This is an optimization exercise on Yosys and OpenROAD, whose aim is small area, a short achievable clock period and few clock cycles per item, not a production implementation. Function was checked by simulation only, so behaviour that the tests miss may differ from the original. No activity file was given, so power comes from the tool's default toggle rates.

Design bresenham_line_rasterizer, start of the top module:
module bresenham_line_rasterizer #(
   parameter int COORD_BITS  = brl_pkg::COORD_BITS_DEFAULT,
   parameter int QUEUE_DEPTH = brl_pkg::QUEUE_DEPTH_DEFAULT
) (
   input  logic                                           clock,
   input  logic                                           reset,
   input  logic                                           req_tvalid,
   output logic                                           req_tready,
   input  logic [brl_pkg::req_data_bits(COORD_BITS)-1:0]  req_tdata,
   input  logic                                           req_tuser,
   output logic                                           rsp_tvalid,
   input  logic                                           rsp_tready,
   output logic [brl_pkg::rsp_data_bits(COORD_BITS)-1:0]  rsp_tdata,
   output logic                                           rsp_tlast,
   input  logic                                           csr_psel,
   input  logic                                           csr_penable,
   input  logic                                           csr_pwrite,
   input  logic [brl_pkg::CFG_ADDR_BITS-1:0]              csr_paddr,
   input  logic [brl_pkg::CFG_DATA_BITS-1:0]              csr_pwdata,
   output logic [brl_pkg::CFG_DATA_BITS-1:0]              csr_prdata,
   output logic                                           csr_pready
);
==> flow/config.mk <==
export PLATFORM = sky130hd
export DESIGN_NAME = bresenham_line_rasterizer
export DESIGN_NICKNAME = bresenham_line_rasterizer
export VERILOG_FILES = /design/flow/design.v
export SDC_FILE = /design/flow/constraint.sdc
export NUM_CORES = 4
export LEC_CHECK = 0
export CAP_MARGIN = 20
export CORE_MARGIN = 2
export CORE_UTILIZATION = 40
export SETUP_SLACK_MARGIN = 3.0
export SLEW_MARGIN = 20
==> flow/constraint.sdc <==
create_clock -name core_clock -period 7.5 [get_ports {clock}]
set_input_delay 1.5000 -clock core_clock [delete_from_list [all_inputs] [get_ports {clock}]]
set_output_delay 1.5000 -clock core_clock [all_outputs]
set_load 0.01 [all_outputs]
run.sh (not shown) runs the stock make flow with config.mk's settings and CLKGATE_MAP_FILE= SYNTH_SCRIPT=/design/flow/synth_recipe.tcl, a recipe that flattens the netlist after the stock synthesis.
The baseline finished clean.
Testbench counts at the start, summed over its fixed seeds: cycles 24,679, pixels 21,307.
==> next run, changes <==
--- a/flow/config.mk
+++ b/flow/config.mk
@@ -11 +11 @@
-export SETUP_SLACK_MARGIN = 3.0
+export SETUP_SLACK_MARGIN = 3.8
Effect: Design area is higher by 3.6%; via count rose by about 1.5%; flip-flop and latch count does not change; first-iteration DRC count climbs by about 7%; critical path depth went up by 1; area after synthesis is unchanged; utilization is higher by 1.8 points; worst setup slack degrades by 0.017 ns; wire length rises by 2.0%; power goes up by about 0.6%.

========
run a:
bresenham_line_rasterizer, a different RTL version from the one above (not shown whole).
For scale: ~270 flip-flops, about 240 I/O pins, about 24000 sq um of cells after synthesis.
clock: 7.5 ns
lec_check: 0
cap_margin: 20
core_margin: 2
core_utilization: 48
setup_slack_margin: 3.6
slew_margin: 20
tns_end_percent: 0
standard.sh (not shown) runs the stock make flow with config.mk's settings and CLKGATE_MAP_FILE= SYNTH_SCRIPT=/design/flow/synth_recipe.tcl, a recipe that flattens the netlist after the stock synthesis.
==> flow/flow/run.sh <==
#!/bin/bash
# Layout flow: the standard flow (standard.sh, unchanged synthesis and
# layout steps), with the port buffers made from the small buffer
# sky130_fd_sc_hd__buf_1 instead of the flow's default delay buffer; the
# resizer still upsizes any port buffer that timing needs.
set -e
cp standard.sh standard_sh_copy.log
export BUFFER_PORTS_ARGS="-buffer_cell sky130_fd_sc_hd__buf_1"
bash standard.sh > standard.log 2>&1
Testbench counts of run a, summed over its fixed seeds: cycles 25,957, pixels 21,307.
Relative to run a, the following input files were edited for run b:
Settings: a change of CORE_UTILIZATION from 48 to 55.
Notes after the runs:
Note that the area of the core recorded for run a amounts to 1.15 times the value seen in run b.
On met1 capacity usage during global routing: between run a and run b, it ends up higher for run b.
Compared with run a, in run b routed wire length increased about 1.4%, global-route usage now sits higher.
Hold slack | run b below run a
The fraction of area in multi-input gates in run b was higher than what run a gave.
Run b reports a lower final worst-path cycle share than run a does.
Maximum clock frequency for run b: about 0.9% up relative to run a
Run b ended with more final worst-path setup slack than run a.
Run a and run b ended up with nearly the same clock latency of the later-clocked register in the worst-skew pair.

========
Another version of the RTL of bresenham_line_rasterizer (not shown whole).
For scale: roughly 2,700 cells after synthesis, roughly 23,000 sq um of cells after synthesis.
make LEC_CHECK=0 CAP_MARGIN=20 CORE_MARGIN=2 CORE_UTILIZATION=40 SETUP_SLACK_MARGIN=3.5 SLEW_MARGIN=20 finish   # period 7.5 ns
run.sh (not shown) runs the stock make flow with config.mk's settings and CLKGATE_MAP_FILE= SYNTH_SCRIPT=/design/flow/synth_recipe.tcl, a recipe that flattens the netlist after the stock synthesis.
Stock flow here: none of the scripts above is used.
The starting point completed with no timing, DRC or antenna violations.
Testbench counts at the start, summed over its fixed seeds: cycles 25,957, pixels 21,307.
Next try:
--- a/flow/config.mk
+++ b/flow/config.mk
@@ -10,2 +10,2 @@
-export CORE_UTILIZATION = 40
-export SETUP_SLACK_MARGIN = 3.5
+export CORE_UTILIZATION = 55
+export SETUP_SLACK_MARGIN = 3.6
@@ -12,0 +13 @@
+export TNS_END_PERCENT = 0
=> The new run completed without violations. Final area fell by about 7%. Sequential power stays flat. Die area came out lower by 27%. Area after synthesis is unchanged. First-iteration DRC count fell by about 24%. Via count came out lower by about 3%. Worst hold slack degrades by 22 ps. Power falls by about 9%. Critical path depth goes down by 3. Count of clock-buffer cells in the layout came out higher by 2.
Next try:
--- a/flow/config.mk
+++ b/flow/config.mk
@@ -10 +10 @@
-export CORE_UTILIZATION = 55
+export CORE_UTILIZATION = 40
@@ -13 +13 @@
-export TNS_END_PERCENT = 0
+export TNS_END_PERCENT = 10
After rerunning: Global-route usage is lower by 8.4 points. Routed wire length is higher by 6.3%. Worst setup slack gets better by 16 ps. Area after synthesis does not change. Synthesized cell count stays the same.

========
Another version of the RTL of bresenham_line_rasterizer (not shown whole).
Size in the first run: ~2800 cells after synthesis, roughly 220 flip-flops, ~24000 um2 of cells after synthesis.
Settings: LEC_CHECK=0, CAP_MARGIN=20, CORE_MARGIN=2, CORE_UTILIZATION=70, SETUP_SLACK_MARGIN=3.8, SLEW_MARGIN=20, TNS_END_PERCENT=0; clock period 7.5 ns.
Testbench counts at the start, summed over its fixed seeds: cycles 25,957, pixels 21,307.
Next try:
==> flow/flow/run.sh (new file) <==
#!/bin/bash
# Layout flow: the standard flow (standard.sh, unchanged synthesis and
# layout steps), with the port buffers made from the small buffer
# sky130_fd_sc_hd__buf_1 instead of the flow's default delay buffer; the
# resizer still upsizes any port buffer that timing needs.
set -e
cp standard.sh standard_sh_copy.log
export BUFFER_PORTS_ARGS="-buffer_cell sky130_fd_sc_hd__buf_1"
bash standard.sh > standard.log 2>&1
==> flow/standard.sh (new file) <==
#!/bin/bash
# synth_recipe.tcl (not shown) runs the flow's synth.tcl, then flattens the netlist and writes it again
# the make line also repeats each setting of config.mk as NAME=value (left out here)
make -C /OpenROAD-flow-scripts/flow DESIGN_CONFIG=/design/flow/config.mk WORK_HOME=/design/flow/orfs CLKGATE_MAP_FILE= SYNTH_SCRIPT=/design/flow/synth_recipe.tcl "${@:-finish}"
--- a/flow/config.mk
+++ b/flow/config.mk
@@ -10,2 +10,2 @@
-export CORE_UTILIZATION = 70
-export SETUP_SLACK_MARGIN = 3.8
+export CORE_UTILIZATION = 55
+export SETUP_SLACK_MARGIN = 3.6
removed: flow/run.sh
After rerunning:
- global-route usage decreases by 8.2 points
- non-clock buffer count decreases by 20
- total power decreases by 0.63%
- worst hold slack got worse by 0.013 ns
- worst setup slack improved by 0.18 ns
- clock skew is about the same
- wire length decreases by 2.7%
- area after synthesis does not change
- first-iteration DRC count decreases by 38%
- flip-flop and latch count stays the same
- fmax increases by 4.2%

-- re-timing with driven ports --
The results above use ideal ports. As a check the final layouts listed here were re-extracted and re-timed, cells and wires unchanged. Step 1 (the two cells are an assumption about what drives the block):
set clk [get_ports {clock}]
set_driving_cell -lib_cell sky130_fd_sc_hd__clkbuf_16 $clk
set_driving_cell -lib_cell sky130_fd_sc_hd__buf_2 [delete_from_list [all_inputs] $clk]
Step 2, shift: input delay + t, output delay - t, t = (earliest + latest rising clock arrival at the registers) / 2. This alone moves slack from input paths to output paths. Three values: ideal, step 1, step 2; two values: the first two.
run	t, ns	setup WS [ns]	worst setup path after step 2	clock arrival spread, ns	worst register clock-pin slew, ns
the first run of note 1	0.573	1.840 / 1.840 / 1.840	register to register	0.020 / 0.020	0.08 / 0.08
the second run of note 1	0.564	1.823 / 1.823 / 1.823	register to register	0.018 / 0.018	0.08 / 0.08
run a	0.599	3.298 / 3.298 / 2.876	input to register	0.022 / 0.021	0.06 / 0.06
run b	0.603	3.337 / 3.337 / 2.895	input to register	0.025 / 0.024	0.06 / 0.06
the first run of note 3	0.654	3.335 / 3.335 / 2.793	input to register	0.034 / 0.034	0.07 / 0.07
the second run of note 3	0.654	3.291 / 3.319 / 2.672	input to register	0.018 / 0.018	0.07 / 0.07
the third run of note 3	0.635	3.306 / 3.299 / 2.793	input to register	0.026 / 0.026	0.07 / 0.07
the first run of note 4	0.607	2.902 / 2.926 / 2.320	input to register	0.020 / 0.019	0.07 / 0.07
the second run of note 4	0.643	3.086 / 3.082 / 2.479	input to register	0.023 / 0.023	0.07 / 0.07
After both steps setup and hold are still met in every run listed. For the second run of note 3, which loses most, drivers alone change the setup slack by +0.028 ns; drivers and shift together by -0.619 ns.
